What follows belongs to an exercise in optimizing a design on an open flow for small area; a production flow would make more cautious choices. At most, simulation tests tie the RTL to the original design; equivalence was not proved. For runs 4 and 5, only the layout was checked, not whether the RTL still works. Power and IR drop assume default switching activity.

### flow/design.v
module transpose_skew_buffer #(
    parameter int DIM  = 8,
    parameter int BITS = 8,
    parameter int SKEW = 1
) (
    input  logic                     clk,
    input  logic                     rst_n,
    input  logic                     clr,
    input  logic                     wr_valid,
    output logic                     wr_ready,
    input  logic [DIM-1:0][BITS-1:0] wr_data,
    input  logic                     mode,
    input  logic                     en,
    output logic [DIM-1:0][BITS-1:0] Aout,
    output logic                     out_valid,
    output logic                     tile_done,
    output logic                     busy
);
    localparam int LAST = 2*DIM-2;         
    localparam int JW   = DIM;             
    localparam int IW   = (DIM > 1) ? $clog2(DIM) : 1;
    logic [BITS-1:0]          wbuf [DIM][DIM];
    logic [BITS-1:0]          dbuf [DIM][DIM];
    logic [BITS-1:0]          last_reg;
    logic                     mode_reg;
    logic [1:0]               full_reg;
    logic                     wr_bank_reg;
    logic                     rd_bank_reg;
    logic [IW-1:0]            wr_idx_reg;
    logic [JW-1:0]            step0_reg;    
    logic [JW-1:0]            step1_reg;    
    logic [JW-1:0]            step_cur;
    logic                     busy_reg;
    logic                     shown_reg;    
    logic                     out_valid_reg;
    logic                     tile_done_reg;
    function automatic logic jis(input logic [JW-1:0] j, input int s);
        if (s == 0)       jis = !j[JW-1] && !j[0];
        else if (s < JW)  jis =  j[s-1] && !j[s];
        else if (s == JW) jis =  j[JW-1] && j[0];
        else              jis = !j[s-JW-1] && j[s-JW];
    endfunction
    logic                     wr_take;
    logic                     wr_fire;
    logic                     drain_fire;
    logic                     last_step;
    logic                     start_idle;
    logic                     start_next;
    logic                     load;
    logic [1:0]               full_set;
    logic [1:0]               full_clr;
    assign wr_take    = wr_valid && !full_reg[wr_bank_reg];
    assign wr_fire    = wr_take && !clr;
    assign drain_fire = busy_reg && en;
    assign step_cur   = step0_reg | step1_reg;
    assign last_step  = jis(step_cur, LAST);
    assign start_idle = !busy_reg && full_reg[rd_bank_reg];
    assign start_next = drain_fire && last_step && full_reg[~rd_bank_reg];
    assign load       = start_idle || start_next;
    assign full_set   = (wr_fire && wr_idx_reg == IW'(DIM-1)) ? (2'b01 << wr_bank_reg) : 2'b00;
    assign full_clr   = (drain_fire && last_step) ? (2'b01 << rd_bank_reg) : 2'b00;
    always_ff @(posedge clk) begin
        for (int r = 0; r < DIM; r++)
            if (wr_take && wr_idx_reg == IW'(r))
                for (int c = 0; c < DIM; c++)
                    wbuf[r][c] <= wr_data[DIM-1-c];
    end
    always_ff @(posedge clk) begin
        if (load) begin
            mode_reg <= mode;
            for (int r = 0; r < DIM; r++)
                for (int c = 0; c < DIM; c++)
                    dbuf[r][c] <= wbuf[r][c];
        end
    end
    always_ff @(posedge clk) begin
        if (drain_fire && last_step)
            last_reg <= dbuf[DIM-1][DIM-1];
    end
    always_ff @(posedge clk or negedge rst_n) begin
        if (!rst_n) begin
            full_reg      <= '0;
            wr_bank_reg   <= 1'b0;
            rd_bank_reg   <= 1'b0;
            wr_idx_reg    <= '0;
            step0_reg     <= '0;
            step1_reg     <= '0;
            busy_reg      <= 1'b0;
            shown_reg     <= 1'b0;
            out_valid_reg <= 1'b0;
            tile_done_reg <= 1'b0;
        end else if (clr) begin
            full_reg      <= '0;
            wr_bank_reg   <= 1'b0;
            rd_bank_reg   <= 1'b0;
            wr_idx_reg    <= '0;
            step0_reg     <= '0;
            step1_reg     <= '0;
            busy_reg      <= 1'b0;
            shown_reg     <= 1'b0;
            out_valid_reg <= 1'b0;
            tile_done_reg <= 1'b0;
        end else begin
            full_reg <= (full_reg & ~full_clr) | full_set;
            if (wr_fire) begin
                wr_idx_reg <= wr_idx_reg + 1'b1;
                if (wr_idx_reg == IW'(DIM-1))
                    wr_bank_reg <= ~wr_bank_reg;
            end
            out_valid_reg <= drain_fire;
            tile_done_reg <= drain_fire && last_step;
            if (start_idle) begin
                busy_reg <= 1'b1;
            end else if (drain_fire) begin
                if (last_step) begin
                    shown_reg   <= 1'b1;
                    rd_bank_reg <= ~rd_bank_reg;
                    step0_reg   <= '0;
                    step1_reg   <= '0;
                    if (!full_reg[~rd_bank_reg])
                        busy_reg <= 1'b0;
                end else begin
                    if (mode_reg)
                        step1_reg <= {step1_reg[JW-2:0], ~step1_reg[JW-1]};
                    else
                        step0_reg <= {step0_reg[JW-2:0], ~step0_reg[JW-1]};
                end
            end
        end
    end
    logic            mid;
    logic [LAST:0]   sel_row;    
    logic [LAST:0]   sel_col;    
    assign mid = step_cur[0] || step_cur[JW-1];
    always_comb begin
        for (int t = 0; t <= LAST; t++) begin
            sel_row[t] = jis(step0_reg, t + 1);
            sel_col[t] = jis(step1_reg, t + 1);
        end
    end
    for (genvar gi = 0; gi < DIM; gi++) begin : g_lane
        logic [BITS-1:0] elem;
        always_comb begin
            elem = '0;
            for (int k = 0; k < DIM; k++) begin
                if (gi + k <= LAST - 1) begin
                    elem = elem | ({BITS{sel_row[gi + k]}} & dbuf[gi][k])
                                | ({BITS{sel_col[gi + k]}} & dbuf[k][gi]);
                end
            end
            if (gi == DIM-1)
                elem = elem | ({BITS{shown_reg && !mid}} & last_reg);
        end
        assign Aout[gi] = elem;
    end
    assign wr_ready  = !full_reg[wr_bank_reg];
    assign out_valid = out_valid_reg;
    assign tile_done = tile_done_reg;
    assign busy      = busy_reg;
endmodule
### flow/flow/run.sh
#!/bin/bash
# The standard layout (standard.sh) with two changes:
#  - synthesis maps the combinational logic with an area-oriented abc script
#    (flow/synth.tcl wraps synth_recipe.tcl, which is otherwise unchanged);
#  - the port buffers that global placement inserts are made from the smallest buffer
#    instead of the flow's default choice. Every input and output port still gets one.
# Each step's full output is in orfs/logs/ as usual; make's output is in *_flow.log.
set -euo pipefail
cd "$(dirname "$0")/.."
here=$(pwd)
sed -e "s#SYNTH_SCRIPT=[^ ]*#SYNTH_SCRIPT=$here/flow/synth.tcl#" standard.sh > own_synth.sh
bash own_synth.sh synth > synth_flow.log 2>&1
export BUFFER_PORTS_ARGS="-buffer_cell sky130_fd_sc_hd__buf_1"
bash standard.sh > standard_flow.log 2>&1
### flow/flow/area.abc
&get -n
&st
&syn2
&dch
&nf -a -R 1000
&put
### flow/flow/synth.tcl
# The standard flow's synthesis script (synth_recipe.tcl, unchanged), with Yosys's abc pass given an
# area-oriented mapping script (flow/area.abc) in place of ORFS's speed script. Only the
# combinational logic between the registers is mapped by abc; the registers, their names
# and cell types come from the steps before it, as in the standard synthesis.
set ::own_abc_script [file join [file dirname [info script]] area.abc]
proc abc {args} {
  set i [lsearch -exact $args -script]
  if { $i >= 0 } {
    lset args [expr {$i + 1}] $::own_abc_script
  }
  yosys abc {*}$args
}
source [file join [file dirname [file dirname [info script]]] synth_recipe.tcl]
### flow/standard.sh
#!/bin/bash
# synth_recipe.tcl (not shown) runs the flow's synth.tcl, then flattens the netlist and writes it again
# the make line also repeats each setting of config.mk as NAME=value (left out here)
make -C /OpenROAD-flow-scripts/flow DESIGN_CONFIG=/design/flow/config.mk WORK_HOME=/design/flow/orfs CLKGATE_MAP_FILE= SYNTH_SCRIPT=/design/flow/synth_recipe.tcl "${@:-finish}"
### flow/config.mk
export PLATFORM = sky130hd
export DESIGN_NAME = transpose_skew_buffer
export DESIGN_NICKNAME = transpose_skew_buffer
export VERILOG_FILES = /design/flow/design.v
export SDC_FILE = /design/flow/constraint.sdc
export NUM_CORES = 4
export LEC_CHECK = 0
export CAP_MARGIN = 20
export CORE_MARGIN = 2
export CORE_UTILIZATION = 80
export CTS_BUF_LIST = sky130_fd_sc_hd__clkbuf_16
export CTS_CLUSTER_DIAMETER = 60
export CTS_CLUSTER_SIZE = 22
export SETUP_SLACK_MARGIN = 0.1
export SLEW_MARGIN = 20
### flow/constraint.sdc
create_clock -name core_clock -period 5.0 [get_ports {clk}]
set_input_delay 1.0000 -clock core_clock [delete_from_list [all_inputs] [get_ports {clk}]]
set_output_delay 1.0000 -clock core_clock [all_outputs]
set_load 0.01 [all_outputs]
==> results of run 1 <==
[cell families after synthesis]
| kind of cell | count (synthesis) | synth area share [%] |
|---|---|---|
| simple gates | 255 | 3.69 |
| compound gates | 418 | 9.72 |
| mux | 3 | 0.0816 |
| xor+xnor | 3 | 0.0714 |
| fa+ha+maj | 6 | 0.204 |
| buf+inv | 12 | 0.122 |
| flops | 1060 | 86.1 |
[final timing paths]
| kind | startpoint | to | slack (ps) | cells after the start |
|---|---|---|---|---|
| worst min-delay path | rst_n | wr_idx_reg[1]$_DFFE_PN0P_ | 410 | 2 |
| min in group core_clock | wbuf[40][5]$_DFFE_PP_ | dbuf[40][5]$_DFFE_PP_ | 410 | 0 |
| max in group asynchronous | rst_n | step0_reg[4]$_DFFE_PN0P_ | 4260 | 2 |
| worst max-delay path | step0_reg[2]$_DFFE_PN0P_ | Aout[34] | 610 | 7 |
| worst min register to register | wbuf[40][5]$_DFFE_PP_ | dbuf[40][5]$_DFFE_PP_ | 410 | 0 |
| worst max register to register | wr_bank_reg$_DFFE_PN0P_ | wbuf[48][4]$_DFFE_PP_ | 1860 | 4 |
[power breakdown]
part	internal [mW]	total (mW)	leakage (nW)	switching, mW
Combinational	0.101	0.466	1.92	0.365
Clock	2.10	4.77	0.885	2.68
Sequential	9.85	9.91	9.71	0.0539
Total	12.1	15.1	12.5	3.09
[final cells by class]
| cell class | instances | area [sq um] | share of cell area (%) |
|---|---|---|---|
| Clock buffer | 56 | 1400 | 3.47 |
| Antenna cell | 4 | 10.0 | 0.0248 |
| Multi-Input combinational cell | 685 | 5290 | 13.1 |
| Inverter | 12 | 45.0 | 0.111 |
| Tap cell | 600 | 751 | 1.86 |
| Timing Repair Buffer | 196 | 1020 | 2.52 |
| Sequential cell | 1060 | 31700 | 78.4 |
| Clock inverter | 39 | 214 | 0.529 |
[worst max-delay path, stage by stage, from the launching register on]
cell,delay [ps]
dfrtp_1,550
nor2b_4,560
buf_4,700
a22o_1,270
a221oi_1,90
and3_1,250
nand3_1,120
buf_1,190
[metal layers]
layer | track usage (%) | share of wire (%)
met5 | 0 | 0.017
met2 | 67.0 | 45
met4 | 26.9 | 8.0
met3 | 13.3 | 18
met1 | 59.0 | 29
[Yosys cell counts]
cell type,count
o22ai_1,2
xnor2_1,3
mux2i_1,3
a21oi_1,12
ha_1,6
and4_1,5
nand3_1,46
nor4_1,1
a211oi_1,2
dfrtp_1,27
clkinv_1,12
nor3_1,2
nor2_1,16
o21ai_0,6
a22oi_1,138
edfxtp_1,1033
and3_1,43
and2_0,4
nand2b_1,2
or2_0,6
nand2_1,60
or3_1,1
nand4_1,44
nor2b_1,25
a22o_1,59
a221oi_1,67
a222oi_1,132
==> reports/metrics.csv, run 1 <==
metric,value,unit
Placed Cells,2552,
Tot GR Track Use,44.5,%
total power,15.1,mW
CTS tree,yes,
Sum Neg Setup Slack,0,ps
synth unique cells,27,
clk buf depth,3,
HP Class,in -> async,
register area share after synthesis,86.1,%
CP Max Fanout,36,
Avg WL per Cell,39.4,um
Mean Syn Cell Area,20.9,sq um
via/cell ratio,8.40,
CTS H-tree lvls,2,
CP required,4000,ps
dominant cells by area after synthesis,"edfxtp_1 (84%), a222oi_1 (3.6%), a22oi_1 (2.8%)",
worst hold slack,408,ps
power per cell area,375,mW/mm^2
"Core Util, Final",89.1,%
Mapped Area,0.0368,sq mm
Synth area leader,edfxtp_1,
DRC Markers,0,
Worst EP arrival,3390,ps
GP Congestion,0.978,
register bit total from synthesis,1060,
initial drt markers,6190,
port bufs,137,
YS warnings,3,
setup ws final,608,ps
Post-Syn Nets,1833,
CP endpoint kind,output pin,
"Clk Latency, worst-skew pair",650,ps
row count,78,
drt pass-1 iters,15,
post-CTS setup buffers,0,
Root Buffer,clkbuf_16,
core box area,0.0454,sq mm
layout cells sized above 1,7.91,%
share of Yosys cell area claimed by the top area cell type,84.3,%
"leading cell types in the layout, fill and taps excluded","edfxtp_1 (1033), a22oi_1 (138), buf_1 (137)",
via count,22300,
max_slew headroom,20.0,%
"Reg clk slew, reported paths",90,ps
top-level port count,138,
Max Freq,228,MHz
PostCTS Resize Cnt,0,
Starting Density,81.1,%
height of the die,219,um
nets@finish,2086,
max cap viols,0,
largest net degree at the start of global routing,133,
hpwl dp,56700,um
static leakage power,12.5,nW
vias in the first global route,21700,
Cells after Synth,1757,
Placement Setup Slack,1490,ps
cell area after placement,0.0388,sq mm
TritonCTS buffer count,55,
"most common cell after layout, fill and taps aside",edfxtp_1,
skew final,18.2,ps
Startpoint Class,flop,
Layout area overhead,9.83,%
GRT Residual Overflow,0,
Peak VDD IR,0.400,mV
die width,219,um
fin crit period,4390,ps
CP Class,reg -> out,
filler cell count,1487,
Final Max Tran Viols,0,
final critical-path share of the clock period,87.8,%
initial antenna violation count,2,
post-route insts no fill,2652,
RSZ-0062 raised after global routing,no,
global-route wire length before repair,147000,um
Final Hold Fails,0,
status,timing/DRC/antenna clean,
final WL,104000,um
antenna-violating nets left,0,
Final setup violation count,0,
pin slew with the least headroom to its limit,1190,ps
design area,0.0404,sq mm
Die Area,0.0477,sq mm
CTS Hold Bufs,0,
TritonCTS Sinks,1060,
==> run 2, diff against run 1 <==
--- a/flow/config.mk
+++ b/flow/config.mk
@@ -8,5 +8,5 @@
 export CAP_MARGIN = 20
 export CORE_MARGIN = 2
-export CORE_UTILIZATION = 80
+export CORE_UTILIZATION = 65
 export CTS_BUF_LIST = sky130_fd_sc_hd__clkbuf_16
 export CTS_CLUSTER_DIAMETER = 60
==> run 2 against run 1 <==
- hold slack worse by 52 ps
- still clean on timing, DRC and antenna
- first-iteration DRC count down 34%
- register-to-register slack better by 30 ps
- non-clock buffer count unchanged
- synthesized area unchanged
==> reports/metrics.csv, run 2 <==
metric,value,unit,change
status,timing/DRC/antenna clean,,
largest net degree at the start of global routing,143,,+7.5%
Placed Cells,2709,,+6.2%
die width,242,um,+11%
clk buf depth,3,,unchanged
PostCTS Resize Cnt,0,,unchanged
total power,15.4,mW,+1.7%
skew final,28.7,ps,+10.4 ps
antenna-violating nets left,0,,unchanged
via count,20300,,-8.9%
max cap viols,0,,unchanged
FF-to-FF path depth,4,,unchanged
final critical-path share of the clock period,87.0,%,-0.88 points
"most common cell after layout, fill and taps aside",edfxtp_1,,
Die Area,0.0585,sq mm,+23%
Startpoint Class,flop,,
TritonCTS Sinks,1060,,unchanged
top-level port count,138,,unchanged
Final Hold Fails,0,,unchanged
Final Max Tran Viols,0,,unchanged
main combinational cell family by area after synthesis,compound AO/OA/AOI/OAI gates,,
vias in the first global route,19900,,-8.5%
RSZ-0062 raised after global routing,no,,
most frequent cell after synthesis,edfxtp_1,,
simple-gate portion of the synthesized area,3.69,%,unchanged
CTS tree,yes,,
GRT Residual Overflow,0,,unchanged
register bit total from synthesis,1060,,unchanged
power per cell area,377,mW/mm^2,+0.59%
xor/xnor share of the synthesized area,0.0714,%,unchanged
Mean Syn Cell Area,20.9,sq um,unchanged
CP Class,reg -> out,,
final WL,95700,um,-8.3%
Synth area leader,edfxtp_1,,
Peak VDD IR,0.355,mV,-11%
hpwl dp,56400,um,-0.58%
port bufs,137,,unchanged
global-route wire length before repair,137000,um,-7.1%
fin crit period,4350,ps,-44.1 ps
dominant cells by area after synthesis,"edfxtp_1 (84%), a222oi_1 (3.6%), a22oi_1 (2.8%)",,
Post-synth top cells,"edfxtp_1 (1033), a22oi_1 (138), a222oi_1 (132)",,
TritonCTS buffer count,59,,+7.3%
multiplexer share of the synthesized area,0.0816,%,unchanged
core box area,0.0562,sq mm,+24%
height of the die,242,um,+11%
Synth Area in Adders,0.204,%,unchanged
CTS H-tree lvls,2,,unchanged
CP endpoint kind,output pin,,
"Core Util, Final",72.7,%,-16 points
Cells after Synth,1757,,unchanged
Layout area overhead,11.0,%,
register area share after synthesis,86.1,%,unchanged
Mapped Area,0.0368,sq mm,unchanged
Max Freq,230,MHz,+1.0%
YS warnings,3,,unchanged
share of Yosys cell area claimed by the top area cell type,84.3,%,unchanged
max_slew headroom,25.3,%,+5.3 points
drt pass-1 iters,10,,-5
CP required,4000,ps,about the same
Post-Syn Nets,1833,,unchanged
initial antenna violation count,3,,+1
post-CTS setup buffers,0,,unchanged
CTS Hold Bufs,0,,unchanged
"Clk Latency, worst-skew pair",660,ps,about the same
Tot GR Track Use,32.7,%,-12 points
static leakage power,12.6,nW,+0.63%
Worst EP arrival,3350,ps,-40 ps
HP Class,in -> async,,
"Reg clk slew, reported paths",90,ps,about the same
worst hold slack,356,ps,-52.3 ps
initial drt markers,4111,,-34%
nets@finish,2090,,+0.19%
Avg WL per Cell,34.0,um,-14%
Synth Flop Type,edfxtp_1,,
synth unique cells,27,,unchanged
post-route insts no fill,2816,,+6.2%
Root Buffer,clkbuf_16,,
pin slew with the least headroom to its limit,1120,ps,-76.9 ps
"FFs w/ async S/R, synth",2.55,%,unchanged
number of synthesized flops with an enable pin,1033,,unchanged
Compound-Gate Fraction of Synth Area,9.72,%,unchanged
Final setup violation count,0,,unchanged
Starting Density,65.5,%,-16 points
DRC Markers,0,,unchanged
CP Max Fanout,20,,-44%
GP Congestion,0.893,,-8.7%
layout cells sized above 1,8.70,%,+0.79 points
row count,87,,+12%
via/cell ratio,7.21,,-14%
Sum Neg Setup Slack,0,ps,unchanged
"leading cell types in the layout, fill and taps excluded","edfxtp_1 (1033), a22oi_1 (138), buf_1 (137)",,
==> run 2: cell counts after synthesis <==
No cell type changed its count.
==> run 2: per-layer routing <==
metal / vias up / global-route usage (%) / routed length, um
met4: 4 / 11.9 / 3750
met2: 1653 / 49.8 / 43900
met1: 10100 / 47.4 / 35200
li1: 8260 / - / -
met3: 276 / 7.81 / 12800
met5: - / 0 / 27
==> run 2: worst max-delay path, stage by stage (launching register included) <==
cell	delay, ps
dfrtp_1	500
nor2b_4	690
or2_0	530
buf_4	300
a221oi_1	130
and3_1	230
nand3_1	120
buf_1	180
==> run 2: where the power goes <==
group	switching [mW]	internal (mW)	total, mW
combinational	0.345	0.100	0.445
clock	2.76	2.30	5.06
sequential	0.0434	9.85	9.90
==> run 2: through the flow <==
step,worst slack (ps),area [sq um]
detailed placement,1460,39000
global route,603,40800
CTS,716,40800
global placement,1490,39000
floorplan,-5020,36800
finish,652,40900
==> run 2: cells by family (layout without fill, tap and decap cells) <==
logic type,Yosys count,after routing
AO/OA/AOI/OAI,418,418
XOR/XNOR,3,3
adder cells (fa/ha/maj),6,6
buffers and inverters,12,313
flip-flops,1060,1060
multiplexers,3,3
other,0,2
AND/OR/NAND/NOR,255,255
==> run 2: path summary, 6_finish.rpt <==
| path | start | end | slack [ps] |
|---|---|---|---|
| hold / removal | rst_n | wr_idx_reg[1]$_DFFE_PN0P_ | 360 |
| min in group core_clock | wbuf[39][2]$_DFFE_PP_ | dbuf[39][2]$_DFFE_PP_ | 410 |
| max in group asynchronous | rst_n | step1_reg[5]$_DFFE_PN0P_ | 4320 |
| hold reg to reg | wbuf[39][2]$_DFFE_PP_ | dbuf[39][2]$_DFFE_PP_ | 410 |
| setup reg to reg | wr_bank_reg$_DFFE_PN0P_ | wbuf[8][0]$_DFFE_PP_ | 1890 |
| setup / recovery | step1_reg[1]$_DFFE_PN0P_ | Aout[34] | 650 |
==> run 2: area by class of cell <==
type / count / area, sq um
timing repair buffer: 196 / 1070
sequential: 1060 / 31700
tap: 756 / 946
inverter: 12 / 45.0
clock inverter: 46 / 323
fill: 3362 / 15300
antenna: 2 / 5.00
multi-input combinational: 685 / 5290
clock buffer: 59 / 1480
==> run 3, diff against run 2 <==
--- a/flow/config.mk
+++ b/flow/config.mk
@@ -9,7 +9,7 @@
 export CORE_MARGIN = 2
 export CORE_UTILIZATION = 65
-export CTS_BUF_LIST = sky130_fd_sc_hd__clkbuf_16
-export CTS_CLUSTER_DIAMETER = 60
-export CTS_CLUSTER_SIZE = 22
+export CTS_BUF_LIST = sky130_fd_sc_hd__clkbuf_8
+export CTS_CLUSTER_DIAMETER = 45
+export CTS_CLUSTER_SIZE = 14
 export SETUP_SLACK_MARGIN = 0.1
 export SLEW_MARGIN = 20
==> run 3 against run 2 <==
- still clean on timing, DRC and antenna
- synthesized cell count is the same
- flip-flop and latch count stayed put
- fmax down 2.2%
- utilization is 0.39 points higher
- non-clock buffer count did not move
- synthesized area unchanged
- clock power increased by 4.7%
- critical path type unchanged
- highest routed layer unchanged
==> reports/metrics.csv, run 3 <==
metric,value,unit,change
number of synthesized flops with an enable pin,1033,,unchanged
Final setup violation count,0,,unchanged
filler cell count,3321,,-1.2%
"most common cell after layout, fill and taps aside",edfxtp_1,,
Worst EP arrival,3450,ps,+100 ps
HP Class,in -> async,,
initial antenna violation count,2,,-1
Starting Density,65.5,%,unchanged
most frequent cell after synthesis,edfxtp_1,,
Root Buffer,clkbuf_8,,
synth unique cells,27,,unchanged
CP required,4000,ps,about the same
via count,20600,,+1.5%
layout cells sized above 1,11.6,%,+2.9 points
core box area,0.0562,sq mm,unchanged
Final Hold Fails,0,,unchanged
Mean Syn Cell Area,20.9,sq um,unchanged
GRT Residual Overflow,0,,unchanged
Avg WL per Cell,33.3,um,-1.9%
Synth Flop Type,edfxtp_1,,
register area share after synthesis,86.1,%,unchanged
port bufs,137,,unchanged
largest net degree at the start of global routing,143,,unchanged
register bit total from synthesis,1060,,unchanged
TritonCTS Sinks,1060,,unchanged
"Reg clk slew, reported paths",90,ps,about the same
initial drt markers,3959,,-3.7%
GP Congestion,0.893,,unchanged
Layout area overhead,11.6,%,
clk buf depth,3,,unchanged
"Clk Latency, worst-skew pair",740,ps,+80 ps
final WL,95900,um,+0.27%
Crit-path slowest cell,nor2b_4,,
DRC Markers,0,,unchanged
pin slew with the least headroom to its limit,1120,ps,+4.47 ps
Startpoint Class,flop,,
Die Area,0.0585,sq mm,unchanged
via/cell ratio,7.15,,-0.74%
row count,87,,unchanged
CP Class,reg -> out,,
status,timing/DRC/antenna clean,,
hpwl dp,56400,um,unchanged
RSZ-0062 raised after global routing,no,,
CP Max Fanout,20,,unchanged
power per cell area,381,mW/mm^2,+1.1%
CP bufs+invs,2,,unchanged
CTS H-tree lvls,3,,+1
Max Freq,225,MHz,-2.2%
vias in the first global route,20300,,+2.1%
Post-Syn Nets,1833,,unchanged
post-CTS setup buffers,0,,unchanged
static leakage power,12.7,nW,+0.84%
height of the die,242,um,unchanged
"Core Util, Final",73.1,%,+0.39 points
die width,242,um,unchanged
skew final,26.5,ps,-2.18 ps
drt pass-1 iters,10,,unchanged
dominant cells by area after synthesis,"edfxtp_1 (84%), a222oi_1 (3.6%), a22oi_1 (2.8%)",,
global-route wire length before repair,138000,um,+0.66%
TritonCTS buffer count,102,,+73%
"FFs w/ async S/R, synth",2.55,%,unchanged
share of Yosys cell area claimed by the top area cell type,84.3,%,unchanged
max_slew headroom,25.0,%,-0.30 points
Synth area leader,edfxtp_1,,
CP top delay family,simple AND/OR/NAND/NOR gates,,
top-level port count,138,,unchanged
Storage cell area,0.0317,sq mm,unchanged
Peak VDD IR,0.260,mV,-27%
"leading cell types in the layout, fill and taps excluded","edfxtp_1 (1033), a22oi_1 (138), buf_1 (137)",,
CTS Hold Bufs,0,,unchanged
multi-input logic area,0.00529,sq mm,unchanged
CP max stage delay,690,ps,about the same
CTS tree,yes,,
Post-synth top cells,"edfxtp_1 (1033), a22oi_1 (138), a222oi_1 (132)",,
crit-path cells,nor2b_4 > or2_0 > buf_4 > a221oi_1 > and3_1 > nand3_1 > buf_1,,
Final Max Tran Viols,0,,unchanged
antenna-violating nets left,0,,unchanged
fin crit period,4450,ps,+100 ps
max cap viols,0,,unchanged
nets@finish,2133,,+2.1%
PostCTS Resize Cnt,0,,unchanged
Cells after Synth,1757,,unchanged
worst hold slack,266,ps,-90.3 ps
CP endpoint kind,output pin,,
final critical-path share of the clock period,89.0,%,+2.0 points
Mapped Area,0.0368,sq mm,unchanged
YS warnings,3,,unchanged
Tot GR Track Use,33.0,%,+0.24 points
-- run 3: cell count changes in the layout (fill, tap and decap cells not counted), sizes merged --
cell      delta
bufinv       +5
clkinv      +18
inv          -9
clkbuf      +46
diode        -1
clkinvlp     +4
-- run 3: logic make-up after synthesis --
kind of cell,Yosys count,share of synthesized area [%]
flip-flops,1060,86.1
XOR/XNOR,3,0.0714
adder cells (fa/ha/maj),6,0.204
multiplexers,3,0.0816
AO/OA/AOI/OAI,418,9.72
AND/OR/NAND/NOR,255,3.69
buffers and inverters,12,0.122
-- run 3: routing by layer --
metal	share of wire, %	vias up	global-route usage [%]
li1	-	8350	-
met1	37	10200	47.0
met2	46	1714	49.8
met3	14	310	8.59
met4	4.1	4	13.2
met5	0.022	-	0
-- run 3: through the flow --
stage	cells	setup WS [ps]	setup TNS (ps)	area [sq um]	total power, mW
global route	2878	497	0	41100	16.1
global placement	2709	1490	0	39000	10.5
detailed placement	2709	1460	0	39000	10.5
CTS	2878	624	0	41100	15.7
finish	2879	552	0	41100	15.6
floorplan	1757	-5020	-2576380	36800	10.3
-- run 3: area by class of cell --
type,count,share of cell area [%]
clock inverters,64,1.40
clock buffers,105,3.52
flip-flops and latches,1060,77.2
repair buffers,196,2.60
diodes,1,0.00609
inverters,12,0.110
multi-input cells,685,12.9
well taps,756,2.30
-- run 3: final timing paths --
check                                    startpoint                        end  slack [ps]  cells past startpoint
max                        step1_reg[1]$_DFFE_PN0P_                   Aout[34]         550                      7
min                                           rst_n  wr_idx_reg[1]$_DFFE_PN0P_         270                      2
max reg2reg                 wr_bank_reg$_DFFE_PN0P_       wbuf[9][2]$_DFFE_PP_        1840                      4
min reg2reg                   wbuf[58][2]$_DFFE_PP_      dbuf[58][2]$_DFFE_PP_         410                      0
max in group asynchronous                     rst_n   step1_reg[3]$_DFFE_PN0P_        4380                      2
min in group core_clock       wbuf[58][2]$_DFFE_PP_      dbuf[58][2]$_DFFE_PP_         410                      0
-- run 3: power breakdown --
part | switching (mW) | internal [mW]
sequential | 0.0433 | 9.85
combinational | 0.344 | 0.100
clock | 2.93 | 2.37
==> run 4, diff against run 3 <==
--- a/flow/design.v
+++ b/flow/design.v
@@ -61,8 +61,11 @@
     assign full_clr   = (drain_fire && last_step) ? (2'b01 << rd_bank_reg) : 2'b00;
     always_ff @(posedge clk) begin
-        for (int r = 0; r < DIM; r++)
-            if (wr_take && wr_idx_reg == IW'(r))
+        if (wr_take) begin
+            for (int c = 0; c < DIM; c++)
+                wbuf[0][c] <= wr_data[DIM-1-c];
+            for (int r = 1; r < DIM; r++)
                 for (int c = 0; c < DIM; c++)
-                    wbuf[r][c] <= wr_data[DIM-1-c];
+                    wbuf[r][c] <= wbuf[r-1][c];
+        end
     end
     always_ff @(posedge clk) begin
@@ -71,5 +74,5 @@
             for (int r = 0; r < DIM; r++)
                 for (int c = 0; c < DIM; c++)
-                    dbuf[r][c] <= wbuf[r][c];
+                    dbuf[r][c] <= wbuf[DIM-1-r][c];
         end
     end
--- a/flow/config.mk
+++ b/flow/config.mk
@@ -9,7 +9,7 @@
 export CORE_MARGIN = 2
 export CORE_UTILIZATION = 65
-export CTS_BUF_LIST = sky130_fd_sc_hd__clkbuf_8
-export CTS_CLUSTER_DIAMETER = 45
-export CTS_CLUSTER_SIZE = 14
+export CTS_BUF_LIST = sky130_fd_sc_hd__clkbuf_16
+export CTS_CLUSTER_DIAMETER = 60
+export CTS_CLUSTER_SIZE = 22
 export SETUP_SLACK_MARGIN = 0.1
 export SLEW_MARGIN = 20
==> run 4 against run 3 <==
- clock skew is 12 ps lower
- hold slack better by 87 ps
- clock-buffer cell count is 46 lower
- sequential share of layout area is 0.83 points higher
- wire length is 8.5% lower
- critical path type unchanged
==> reports/metrics.csv, run 4 <==
metric,value,unit,change
status,timing/DRC/antenna clean,,
core box area,0.0561,sq mm,-0.19%
CTS Hold Bufs,0,,unchanged
Peak VDD IR,0.352,mV,+35%
synth unique cells,28,,+3.7%
Avg WL per Cell,31.7,um,-5.0%
CP Max Fanout,21,,+5.0%
static leakage power,12.8,nW,+0.59%
Post-synth top cells,"edfxtp_1 (1033), a22oi_1 (142), a222oi_1 (140)",,
Startpoint Class,flop,,
Final Max Tran Viols,0,,unchanged
largest net degree at the start of global routing,115,,-20%
"FFs w/ async S/R, synth",2.55,%,unchanged
share of Yosys cell area claimed by the top area cell type,84.5,%,+0.27 points
Final Hold Fails,0,,unchanged
die width,242,um,-0.15%
max_slew headroom,26.0,%,+0.97 points
dominant cells by area after synthesis,"edfxtp_1 (85%), a222oi_1 (3.8%), a22oi_1 (2.9%)",,
drt pass-1 iters,13,,+3
CP endpoint kind,output pin,,
crit-path cells,nor2b_4 > buf_4 > a222oi_1 > and4_1 > nand4_1 > buf_1,,
Post-Syn Nets,1802,,-1.7%
nets@finish,2059,,-3.5%
Root Buffer,clkbuf_16,,
final WL,87700,um,-8.5%
CP Class,reg -> out,,
Synth area leader,edfxtp_1,,
DRC Markers,0,,unchanged
"Core Util, Final",72.5,%,-0.64 points
layout cells sized above 1,8.29,%,-3.4 points
fin crit period,4330,ps,-120 ps
Worst EP arrival,3330,ps,-120 ps
design area,0.0406,sq mm,-1.1%
power per cell area,381,mW/mm^2,about the same
initial drt markers,3952,,-0.18%
hpwl dp,53500,um,-5.2%
Starting Density,65.5,%,-0.080 points
"Reg clk slew, reported paths",90,ps,about the same
CTS H-tree lvls,2,,-1
GRT Residual Overflow,0,,unchanged
register bit total from synthesis,1060,,unchanged
RSZ-0062 raised after global routing,no,,
Placement Setup Slack,1530,ps,+78.4 ps
CP max stage delay,850,ps,+160 ps
vias in the first global route,19300,,-5.2%
TritonCTS Sinks,1060,,unchanged
port bufs,137,,unchanged
Tot GR Track Use,29.9,%,-3.1 points
TritonCTS buffer count,58,,-43%
Max Freq,231,MHz,+2.8%
top-level port count,138,,unchanged
HP Class,in -> async,,
clk buf depth,3,,unchanged
CTS tree,yes,,
Final setup violation count,0,,unchanged
pin slew with the least headroom to its limit,1110,ps,-14.6 ps
reg2reg setup slack,2260,ps,+420 ps
skew final,14.1,ps,-12.4 ps
"Clk Latency, worst-skew pair",640,ps,-100 ps
filler cell count,3371,,+1.5%
Sum Neg Setup Slack,0,ps,unchanged
cell area after placement,0.0389,sq mm,-0.33%
max cap viols,0,,unchanged
Crit-path slowest cell,nor2b_4,,
Mean Syn Cell Area,21.2,sq um,+1.2%
Synth Flop Type,edfxtp_1,,
via/cell ratio,7.16,,+0.17%
initial antenna violation count,0,,-2
number of synthesized flops with an enable pin,1033,,unchanged
register area share after synthesis,86.4,%,+0.27 points
total power,15.5,mW,-1.1%
CP required,4000,ps,about the same
setup ws final,672,ps,+120 ps
height of the die,242,um,-0.15%
YS warnings,3,,unchanged
row count,87,,unchanged
Layout area overhead,10.7,%,
antenna-violating nets left,0,,unchanged
Mapped Area,0.0367,sq mm,-0.32%
global-route wire length before repair,127000,um,-8.1%
"leading cell types in the layout, fill and taps excluded","edfxtp_1 (1033), a22oi_1 (142), a222oi_1 (140)",,
most frequent cell after synthesis,edfxtp_1,,
via count,19900,,-3.6%
"most common cell after layout, fill and taps aside",edfxtp_1,,
final critical-path share of the clock period,86.6,%,-2.4 points
worst hold slack,352,ps,+86.7 ps
Ant. Diodes,0,,-1
post-route insts no fill,2771,,-3.8%
PostCTS Resize Cnt,0,,unchanged
GP Congestion,0.949,,+6.2%
Die Area,0.0584,sq mm,-0.31%
post-CTS setup buffers,0,,unchanged
Placed Cells,2683,,-0.96%
Cells after Synth,1730,,-1.5%
[run 4: critical path: cells and delay by family (launching register included)]
family / cells / cell delay (ps)
DFF: 1 / 540
and+or+nand+nor: 3 / 1300
buffers and inverters: 2 / 620
AOI/OAI and AO/OA: 1 / 190
[run 4: cell families after synthesis]
group,Yosys count,synth area share [%]
buffers and inverters,7,0.0716
xor gates and xnor gates,2,0.0477
muxes,4,0.109
adders and majority gates,2,0.0682
and+or+nand+nor,232,3.45
AOI/OAI and AO/OA,423,9.87
DFF,1060,86.4
[run 4: cell type report]
cell class | instances | area [sq um] | share of cell area [%]
clock buffers | 59 | 1480 | 3.63
clock inverters | 29 | 230 | 0.567
inverters | 7 | 26.3 | 0.0647
multi-input cells | 663 | 5150 | 12.7
flip-flops and latches | 1060 | 31700 | 78.0
well taps | 756 | 946 | 2.33
repair buffers | 197 | 1110 | 2.73
[run 4: final timing paths]
kind | from | end | cells after the start
worst max-delay path | step1_reg[2]$_DFFE_PN0P_ | Aout[28] | 6
worst min register to register | wbuf[58][5]$_DFFE_PP_ | dbuf[2][5]$_DFFE_PP_ | 0
worst min-delay path | rst_n | step1_reg[1]$_DFFE_PN0P_ | 2
max in group asynchronous | rst_n | step0_reg[5]$_DFFE_PN0P_ | 2
worst max register to register | step1_reg[5]$_DFFE_PN0P_ | dbuf[24][0]$_DFFE_PP_ | 5
min in group core_clock | wbuf[58][5]$_DFFE_PP_ | dbuf[2][5]$_DFFE_PP_ | 0
[run 4: routing by layer]
layer	wire length [um]	up-vias	global-route usage, %	part of all wire [%]
li1	-	8168	-	-
met1	32400	9798	41.6	37
met2	39900	1554	45.3	45
met3	11400	331	9.08	13
met4	3910	2	11.6	4.5
met5	83	-	0.980	0.095
[run 4: power by group]
group | switching (mW) | internal, mW
Clock | 2.67 | 2.26
Combinational | 0.303 | 0.121
Sequential | 0.120 | 10.0
Total | 3.09 | 12.4
==> run 5, diff against run 4 <==
--- a/flow/config.mk
+++ b/flow/config.mk
@@ -8,5 +8,5 @@
 export CAP_MARGIN = 20
 export CORE_MARGIN = 2
-export CORE_UTILIZATION = 65
+export CORE_UTILIZATION = 80
 export CTS_BUF_LIST = sky130_fd_sc_hd__clkbuf_16
 export CTS_CLUSTER_DIAMETER = 60
==> run 5 against run 4 <==
- fmax is 3.4% lower
- sequential power hardly changed
- clock power hardly changed
- largest power group unchanged
==> reports/metrics.csv, run 5 <==
metric,value,unit,change
Startpoint Class,flop,,
cell area after placement,0.0387,sq mm,-0.66%
Compound-Gate Fraction of Synth Area,9.87,%,unchanged
synth unique cells,28,,unchanged
share of Yosys cell area claimed by the top area cell type,84.5,%,unchanged
Final Hold Fails,0,,unchanged
max cap viols,0,,unchanged
most frequent cell after synthesis,edfxtp_1,,
main combinational cell family by area after synthesis,compound AO/OA/AOI/OAI gates,,
"leading cell types in the layout, fill and taps excluded","edfxtp_1 (1033), a22oi_1 (142), a222oi_1 (140)",,
xor/xnor share of the synthesized area,0.0477,%,unchanged
initial drt markers,6423,,+63%
Synth Area in Adders,0.0682,%,unchanged
TritonCTS Sinks,1060,,unchanged
TritonCTS buffer count,55,,-5.2%
Post-Syn Nets,1802,,unchanged
HP Class,in -> async,,
max_slew headroom,10.2,%,-16 points
top-level port count,138,,unchanged
multiplexer share of the synthesized area,0.109,%,unchanged
Die Area,0.0476,sq mm,-18%
static leakage power,12.7,nW,-0.78%
Peak VDD IR,0.510,mV,+45%
reg-to-reg startpoint,step0_reg[5]$_DFFE_PN0P_,,
setup ws final,520,ps,-152 ps
global-route wire length before repair,148000,um,+17%
GRT Residual Overflow,0,,unchanged
via count,22300,,+12%
via/cell ratio,8.59,,+20%
CTS tree,yes,,
clk buf depth,3,,unchanged
Cells after Synth,1730,,unchanged
PostCTS Resize Cnt,0,,unchanged
"Reg clk slew, reported paths",90,ps,about the same
core box area,0.0453,sq mm,-19%
hpwl dp,55900,um,+4.6%
"FFs w/ async S/R, synth",2.55,%,unchanged
CP top delay family,simple AND/OR/NAND/NOR gates,,
CTS Hold Bufs,0,,unchanged
status,timing/DRC/antenna clean,,
Synth Flop Type,edfxtp_1,,
post-CTS setup buffers,0,,unchanged
height of the die,218,um,-9.7%
CP required,4000,ps,about the same
Synth area leader,edfxtp_1,,
largest net degree at the start of global routing,176,,+53%
die width,218,um,-9.7%
CP Class,reg -> out,,
Max Freq,223,MHz,-3.4%
Mapped Area,0.0367,sq mm,unchanged
RSZ-0062 raised after global routing,no,,
Root Buffer,clkbuf_16,,
CP endpoint kind,output pin,,
final critical-path share of the clock period,89.6,%,+3.0 points
Starting Density,81.0,%,+16 points
antenna-violating nets left,0,,unchanged
Post-synth top cells,"edfxtp_1 (1033), a22oi_1 (142), a222oi_1 (140)",,
design area,0.0403,sq mm,-0.87%
Placement Setup Slack,1450,ps,-86.6 ps
Tot GR Track Use,44.4,%,+15 points
GP Congestion,0.966,,+1.8%
Mean Syn Cell Area,21.2,sq um,unchanged
crit-path cells,nor2b_4 > buf_4 > a22oi_1 > and3_1 > nand4_1 > buf_1,,
simple-gate portion of the synthesized area,3.45,%,unchanged
Crit-path slowest cell,nor2b_4,,
Critical Path Start,step1_reg[6]$_DFFE_PN0P_,,
CP Max Fanout,30,,+43%
skew final,30.7,ps,+16.7 ps
CP max stage delay,700,ps,-150 ps
row count,78,,-10%
"Clk Latency, worst-skew pair",650,ps,about the same
register area share after synthesis,86.4,%,unchanged
Final Max Tran Viols,0,,unchanged
YS warnings,3,,unchanged
CP bufs+invs,2,,unchanged
nets@finish,2050,,-0.44%
initial antenna violation count,2,,+2
port bufs,137,,unchanged
final WL,104000,um,+19%
layout cells sized above 1,7.47,%,-0.82 points
CTS H-tree lvls,2,,unchanged
"most common cell after layout, fill and taps aside",edfxtp_1,,
Final setup violation count,0,,unchanged
register bit total from synthesis,1060,,unchanged
power per cell area,385,mW/mm^2,+1.1%
vias in the first global route,21800,,+13%
Worst EP arrival,3480,ps,+150 ps
Avg WL per Cell,40.2,um,+27%
Layout area overhead,9.77,%,
dominant cells by area after synthesis,"edfxtp_1 (85%), a222oi_1 (3.8%), a22oi_1 (2.9%)",,
pin slew with the least headroom to its limit,1340,ps,+236 ps
number of synthesized flops with an enable pin,1033,,unchanged
fin crit period,4480,ps,+152 ps
DRC Markers,0,,unchanged
drt pass-1 iters,13,,unchanged
-- run 5: cell count changes in the layout (fill, tap and decap cells not counted), sizes merged --
cell / change
clkinvlp: -4
clkbuf: -3
clkinv: -2
buf: -6
diode: +4
inv: -7
bufinv: +1
-- run 5: through the flow --
| stage | power, mW | cells | utilization (%) | hold slack, ps | setup TNS [ps] |
|---|---|---|---|---|---|
| 5_1_grt | 15.7 | 2594 | 88.9 | 424 | 0 |
| 6_report | 15.5 | 2598 | 88.9 | 400 | 0 |
| 3_3_place_gp | 10.7 | 2520 | 85.4 | 401 | 0 |
| 3_5_place_dp | 10.8 | 2520 | 85.4 | 405 | 0 |
| 4_1_cts | 15.4 | 2593 | 88.9 | 408 | 0 |
| 2_1_floorplan | 10.5 | 1730 | - | 400 | -2481360 |
-- run 5: logic make-up after synthesis --
kind of cell | count (synthesis)
AO/OA/AOI/OAI | 423
adder cells (fa/ha/maj) | 2
XOR/XNOR | 2
buffers and inverters | 7
multiplexers | 4
AND/OR/NAND/NOR | 232
flip-flops | 1060
-- run 5: final cells by class --
class,instances,area [sq um]
clock buffers,56,1400
inverters,7,26.3
multi-input cells,663,5140
diodes,4,10.0
clock inverters,17,173
fillers,1436,5010
repair buffers,191,1080
flip-flops and latches,1060,31700
well taps,600,751
-- run 5: worst paths after layout --
kind                                         end  slack [ps]  cells past startpoint
max reg2reg                dbuf[48][2]$_DFFE_PP_        2110                      6
max                                     Aout[13]         520                      6
max in group asynchronous  full_reg[0]$_DFF_PN0_        4320                      2
min in group core_clock     dbuf[6][3]$_DFFE_PP_         420                      0
min                        full_reg[1]$_DFF_PN0_         400                      2
min reg2reg                 dbuf[6][3]$_DFFE_PP_         420                      0
-- run 5: worst register-to-register path: cells and delay by family, from the launching register on --
| kind | cells | cell delay (ps) |
|---|---|---|
| AOI/OAI and AO/OA | 2 | 470 |
| buffers and inverters | 2 | 1130 |
| DFF | 1 | 500 |
| and+or+nand+nor | 2 | 410 |
-- run 5: metal layers --
metal	vias to the layer above	GRT usage, %	share of wire [%]
met4	0	28.3	8.4
li1	8129	-	-
met5	-	0	0
met2	3018	66.2	45
met1	10400	57.5	29
met3	762	15.0	18
-- run 5: power breakdown --
part	internal (mW)	switching, mW
registers	10.0	0.151
clock network	2.18	2.71
logic	0.124	0.332
total	12.3	3.20
==> run 6, diff against run 5 <==
==> flow/design.v (replaced) <==
module transpose_skew_buffer #(
    parameter int DIM  = 8,
    parameter int BITS = 8,
    parameter int SKEW = 1
) (
    input  logic                     clk,
    input  logic                     rst_n,
    input  logic                     clr,
    input  logic                     wr_valid,
    output logic                     wr_ready,
    input  logic [DIM-1:0][BITS-1:0] wr_data,
    input  logic                     mode,
    input  logic                     en,
    output logic [DIM-1:0][BITS-1:0] Aout,
    output logic                     out_valid,
    output logic                     tile_done,
    output logic                     busy
);
    localparam int LAST = 2*DIM-2;
    localparam int SW   = $clog2(LAST+2);
    localparam int IW   = (DIM > 1) ? $clog2(DIM) : 1;
    logic [BITS-1:0]          wbuf [DIM][DIM];
    logic [BITS-1:0]          dbuf [DIM][DIM];
    logic [BITS-1:0]          last_reg;
    logic [1:0]               full_reg;
    logic                     wr_bank_reg;
    logic                     rd_bank_reg;
    logic [IW-1:0]            wr_idx_reg;
    logic [SW-1:0]            step_reg;
    logic                     busy_reg;
    logic                     mode_reg;
    logic                     shown_reg;    
    logic                     out_valid_reg;
    logic                     tile_done_reg;
    logic                     wr_fire;
    logic                     wr_take;
    logic                     drain_fire;
    logic                     last_step;
    logic                     start_idle;
    logic                     start_next;
    logic                     load;
    logic [1:0]               full_set;
    logic [1:0]               full_clr;
    assign wr_take    = wr_valid && !full_reg[wr_bank_reg];
    assign wr_fire    = wr_take && !clr;
    assign drain_fire = busy_reg && en;
    assign last_step  = (step_reg == SW'(LAST));
    assign start_idle = !busy_reg && full_reg[rd_bank_reg];
    assign start_next = drain_fire && last_step && full_reg[~rd_bank_reg];
    assign load       = start_idle || start_next;
    assign full_set   = (wr_fire && wr_idx_reg == IW'(DIM-1)) ? (2'b01 << wr_bank_reg) : 2'b00;
    assign full_clr   = (drain_fire && last_step) ? (2'b01 << rd_bank_reg) : 2'b00;
    always_ff @(posedge clk) begin
        for (int r = 0; r < DIM; r++)
            if (wr_take && wr_idx_reg == IW'(r))
                for (int c = 0; c < DIM; c++)
                    wbuf[r][c] <= wr_data[DIM-1-c];
    end
    always_ff @(posedge clk) begin
        if (load) begin
            for (int r = 0; r < DIM; r++)
                for (int c = 0; c < DIM; c++)
                    dbuf[r][c] <= wbuf[r][c];
        end
    end
    always_ff @(posedge clk) begin
        if (drain_fire && last_step)
            last_reg <= dbuf[DIM-1][DIM-1];
    end
    always_ff @(posedge clk or negedge rst_n) begin
        if (!rst_n) begin
            full_reg      <= '0;
            wr_bank_reg   <= 1'b0;
            rd_bank_reg   <= 1'b0;
            wr_idx_reg    <= '0;
            step_reg      <= '0;
            busy_reg      <= 1'b0;
            mode_reg      <= 1'b0;
            shown_reg     <= 1'b0;
            out_valid_reg <= 1'b0;
            tile_done_reg <= 1'b0;
        end else if (clr) begin
            full_reg      <= '0;
            wr_bank_reg   <= 1'b0;
            rd_bank_reg   <= 1'b0;
            wr_idx_reg    <= '0;
            step_reg      <= '0;
            busy_reg      <= 1'b0;
            mode_reg      <= 1'b0;
            shown_reg     <= 1'b0;
            out_valid_reg <= 1'b0;
            tile_done_reg <= 1'b0;
        end else begin
            full_reg <= (full_reg & ~full_clr) | full_set;
            if (wr_fire) begin
                wr_idx_reg <= wr_idx_reg + 1'b1;
                if (wr_idx_reg == IW'(DIM-1))
                    wr_bank_reg <= ~wr_bank_reg;
            end
            out_valid_reg <= drain_fire;
            tile_done_reg <= drain_fire && last_step;
            if (load)
                mode_reg <= mode;
            if (start_idle) begin
                busy_reg <= 1'b1;
                step_reg <= '0;
            end else if (drain_fire) begin
                if (last_step) begin
                    shown_reg   <= 1'b1;
                    rd_bank_reg <= ~rd_bank_reg;
                    step_reg    <= '0;
                    if (!full_reg[~rd_bank_reg])
                        busy_reg <= 1'b0;
                end else begin
                    step_reg <= step_reg + 1'b1;
                end
            end
        end
    end
    logic            mid;
    logic [LAST:0]   at_step;    
    assign mid = busy_reg && (step_reg != '0);
    always_comb begin
        for (int t = 0; t <= LAST; t++)
            at_step[t] = mid && (step_reg == SW'(t + 1));
    end
    for (genvar gi = 0; gi < DIM; gi++) begin : g_lane
        logic [BITS-1:0] elem;
        always_comb begin
            elem = '0;
            for (int k = 0; k < DIM; k++)
                if (gi + k <= LAST - 1)
                    elem = elem | ({BITS{at_step[gi + k] && !mode_reg}} & dbuf[gi][k])
                                | ({BITS{at_step[gi + k] &&  mode_reg}} & dbuf[k][gi]);
            if (gi == DIM-1)
                elem = elem | ({BITS{shown_reg && !mid}} & last_reg);
        end
        assign Aout[gi] = elem;
    end
    assign wr_ready  = !full_reg[wr_bank_reg];
    assign out_valid = out_valid_reg;
    assign tile_done = tile_done_reg;
    assign busy      = busy_reg;
endmodule
--- a/flow/config.mk
+++ b/flow/config.mk
@@ -8,5 +8,5 @@
 export CAP_MARGIN = 20
 export CORE_MARGIN = 2
-export CORE_UTILIZATION = 80
+export CORE_UTILIZATION = 65
 export CTS_BUF_LIST = sky130_fd_sc_hd__clkbuf_16
 export CTS_CLUSTER_DIAMETER = 60
==> run 6 against run 5 <==
- sequential share of layout area shrank 2.3 points
- die area increased by 23%
- clock-buffer cell count up 3
- fmax fell by 4.2%
- flip-flop and latch count decreased by 12
- sequential power is 4% lower
- power shrank 4.0%
- via count is 8.8% lower
- largest power group unchanged
- highest routed layer is now met5
==> reports/metrics.csv, run 6 <==
metric,value,unit,change
"FFs w/ async S/R, synth",1.53,%,-1.0 points
skew final,22.1,ps,-8.65 ps
pin slew with the least headroom to its limit,970,ps,-373 ps
TritonCTS buffer count,58,,+5.5%
final WL,91700,um,-12%
layout cells sized above 1,9.56,%,+2.1 points
CP Max Fanout,10,,-67%
GRT Residual Overflow,0,,unchanged
Root Buffer,clkbuf_16,,
synth unique cells,31,,+11%
Tot GR Track Use,31.3,%,-13 points
Final setup violation count,0,,unchanged
Final Hold Fails,0,,unchanged
Post-Syn Nets,1863,,+3.4%
via/cell ratio,7.14,,-17%
Avg WL per Cell,32.2,um,-20%
max_slew headroom,35.3,%,+25 points
drt pass-1 iters,8,,-5
Post-synth top cells,"edfxtp_1 (1032), a22oi_1 (287), a221oi_1 (97), a22o_1 (97), nand4_1 (67)",,
Synth Flop Type,edfxtp_1,,
top-level port count,138,,unchanged
Cells after Synth,1787,,+3.3%
Starting Density,65.5,%,-16 points
PostCTS Resize Cnt,0,,unchanged
CP endpoint kind,output pin,,
Peak VDD IR,0.400,mV,-22%
dominant cells by area after synthesis,"edfxtp_1 (84%), a22oi_1 (5.8%), a221oi_1 (2.3%)",,
initial antenna violation count,4,,+2
die width,242,um,+11%
fin crit period,4680,ps,+197 ps
RSZ-0062 raised after global routing,no,,
Synth area leader,edfxtp_1,,
power per cell area,362,mW/mm^2,-6.0%
Startpoint Class,flop,,
antenna-violating nets left,0,,unchanged
Mean Syn Cell Area,20.6,sq um,-2.7%
via count,20400,,-8.8%
CTS H-tree lvls,2,,unchanged
clk buf depth,3,,unchanged
Layout area overhead,11.5,%,
Max Freq,214,MHz,-4.2%
"Core Util, Final",73.0,%,-16 points
nets@finish,2146,,+4.7%
Die Area,0.0586,sq mm,+23%
"most common cell after layout, fill and taps aside",edfxtp_1,,
TritonCTS Sinks,1048,,-1.1%
register area share after synthesis,85.1,%,-1.2 points
Final Max Tran Viols,0,,unchanged
final critical-path share of the clock period,93.6,%,+3.9 points
static leakage power,12.3,nW,-2.8%
max cap viols,0,,unchanged
initial drt markers,3086,,-52%
GP Congestion,0.897,,-7.2%
Sum Neg Setup Slack,0,ps,unchanged
port bufs,137,,unchanged
core box area,0.0563,sq mm,+24%
register bit total from synthesis,1048,,-1.1%
Worst EP arrival,3680,ps,+200 ps
largest net degree at the start of global routing,80,,-55%
CP Class,reg -> out,,
CTS Hold Bufs,0,,unchanged
CTS tree,yes,,
row count,87,,+12%
status,timing/DRC/antenna clean,,
vias in the first global route,20200,,-7.6%
HP Class,reg -> reg,,
DRC Markers,0,,unchanged
most frequent cell after synthesis,edfxtp_1,,
global-route wire length before repair,132000,um,-11%
height of the die,242,um,+11%
"Reg clk slew, reported paths",80,ps,about the same
hpwl dp,56300,um,+0.70%
post-CTS setup buffers,0,,unchanged
number of synthesized flops with an enable pin,1032,,-0.097%
Mapped Area,0.0369,sq mm,+0.48%
YS warnings,3,,unchanged
"leading cell types in the layout, fill and taps excluded","edfxtp_1 (1032), a22oi_1 (287), buf_1 (137)",,
share of Yosys cell area claimed by the top area cell type,84.1,%,-0.49 points
CP required,4000,ps,about the same
"Clk Latency, worst-skew pair",650,ps,about the same
run 6: changes by cell type in the layout (fill, tap and decap cells not counted), sizes merged, moves of 30 or more:
cell	change
a22oi	+145
a222oi	-124
a221oi	+41
nand2	-39
a22o	+37
nand3	-33
buf	+32
nor2	+30
run 6: power breakdown:
group	total (mW)	leakage (nW)	internal, mW	switching, mW
registers	9.79	9.54	9.75	0.0397
logic	0.246	1.94	0.0373	0.209
clock network	4.85	0.831	2.21	2.64
total	14.9	12.3	12.0	2.89
run 6: cell type report:
class | instances | area (sq um)
antenna | 3 | 7.51
clock buffer | 59 | 1480
clock inverter | 23 | 204
fill | 3447 | 15200
inverter | 5 | 23.8
multi-input combinational | 734 | 5680
sequential | 1048 | 31400
tap | 756 | 946
timing repair buffer | 223 | 1380
run 6: metrics by stage:
step	setup slack (ps)	total power, mW	instance area, sq um	hold slack [ps]	instances
6_report	322	14.9	41100	401	2851
3_3_place_gp	1150	10.2	39400	400	2765
3_5_place_dp	1080	10.2	39400	405	2765
4_1_cts	377	15.0	41100	409	2847
5_1_grt	173	15.3	41100	413	2851
2_1_floorplan	-340	10.1	36900	400	1787
run 6: worst max-delay path, cell delays in order (launching register included):
cell,delay (ps)
dfrtp_1,450
or2_0,570
nor3_2,850
buf_4,320
a22o_1,160
a221oi_1,40
and3_1,270
nand4_1,180
buf_1,180
run 6: cell families (layout without fill, tap and decap cells):
family | count (synthesis) | count (layout) | share of synthesized area, %
mux | 4 | 4 | 0.112
simple gates | 210 | 210 | 3.29
other cells | 0 | 3 | 0
buf+inv | 5 | 310 | 0.0509
fa+ha+maj | 6 | 6 | 0.204
compound gates | 511 | 511 | 11.1
flops | 1048 | 1048 | 85.1
xor+xnor | 3 | 3 | 0.0713
run 6: worst paths after layout:
check / slack, ps / cells past startpoint / to / from
setup / recovery: 320 / 8 / Aout[33] / step_reg[1]$_DFFE_PN0P_
hold / removal: 400 / 0 / dbuf[55][0]$_DFFE_PP_ / wbuf[55][0]$_DFFE_PP_
setup reg to reg: 2050 / 6 / dbuf[35][1]$_DFFE_PP_ / step_reg[2]$_DFFE_PN0P_
hold reg to reg: 400 / 0 / dbuf[55][0]$_DFFE_PP_ / wbuf[55][0]$_DFFE_PP_
max in group asynchronous: 3930 / 1 / shown_reg$_DFFE_PN0P_ / rst_n
min in group asynchronous: 480 / 1 / wr_idx_reg[1]$_DFFE_PN0P_ / rst_n
run 6: layer usage:
| layer | track usage (%) | wire length, um | vias up |
|---|---|---|---|
| met2 | 49.1 | 42900 | 1611 |
| met1 | 43.7 | 34100 | 10000 |
| met4 | 13.5 | 4020 | 2 |
| li1 | - | - | 8404 |
| met5 | 0 | 7 | - |
| met3 | 6.55 | 10600 | 307 |

[separate check: timing with driven ports]
How much do the figures lean on ideal ports? The routed layouts below were timed once more, with nothing changed but the port constraints.
Step 1, drivers: a clkbuf_16 drives clk and a buf_2 each remaining input, both assumed.
Step 2 times the ports against the registers' clock, not the clock port: input delays grow and output delays shrink by t, the midpoint of the rising clock arrivals with the driver on.
Three values: ideal, step 1, step 2; two values: the first two.
| run | t, ns | setup WS [ns] | worst setup path at the end |
|---|---|---|---|
| run 1 | 0.698 | 0.608 / 0.544 / 1.243 | register to output |
| run 2 | 0.714 | 0.652 / 0.587 / 1.302 | register to output |
| run 3 | 0.779 | 0.552 / 0.495 / 1.274 | register to output |
| run 4 | 0.694 | 0.672 / 0.614 / 1.308 | register to output |
| run 5 | 0.697 | 0.520 / 0.458 / 1.154 | register to output |
| run 6 | 0.701 | 0.322 / 0.258 / 0.958 | register to output |
After both steps every run listed still meets setup and hold.
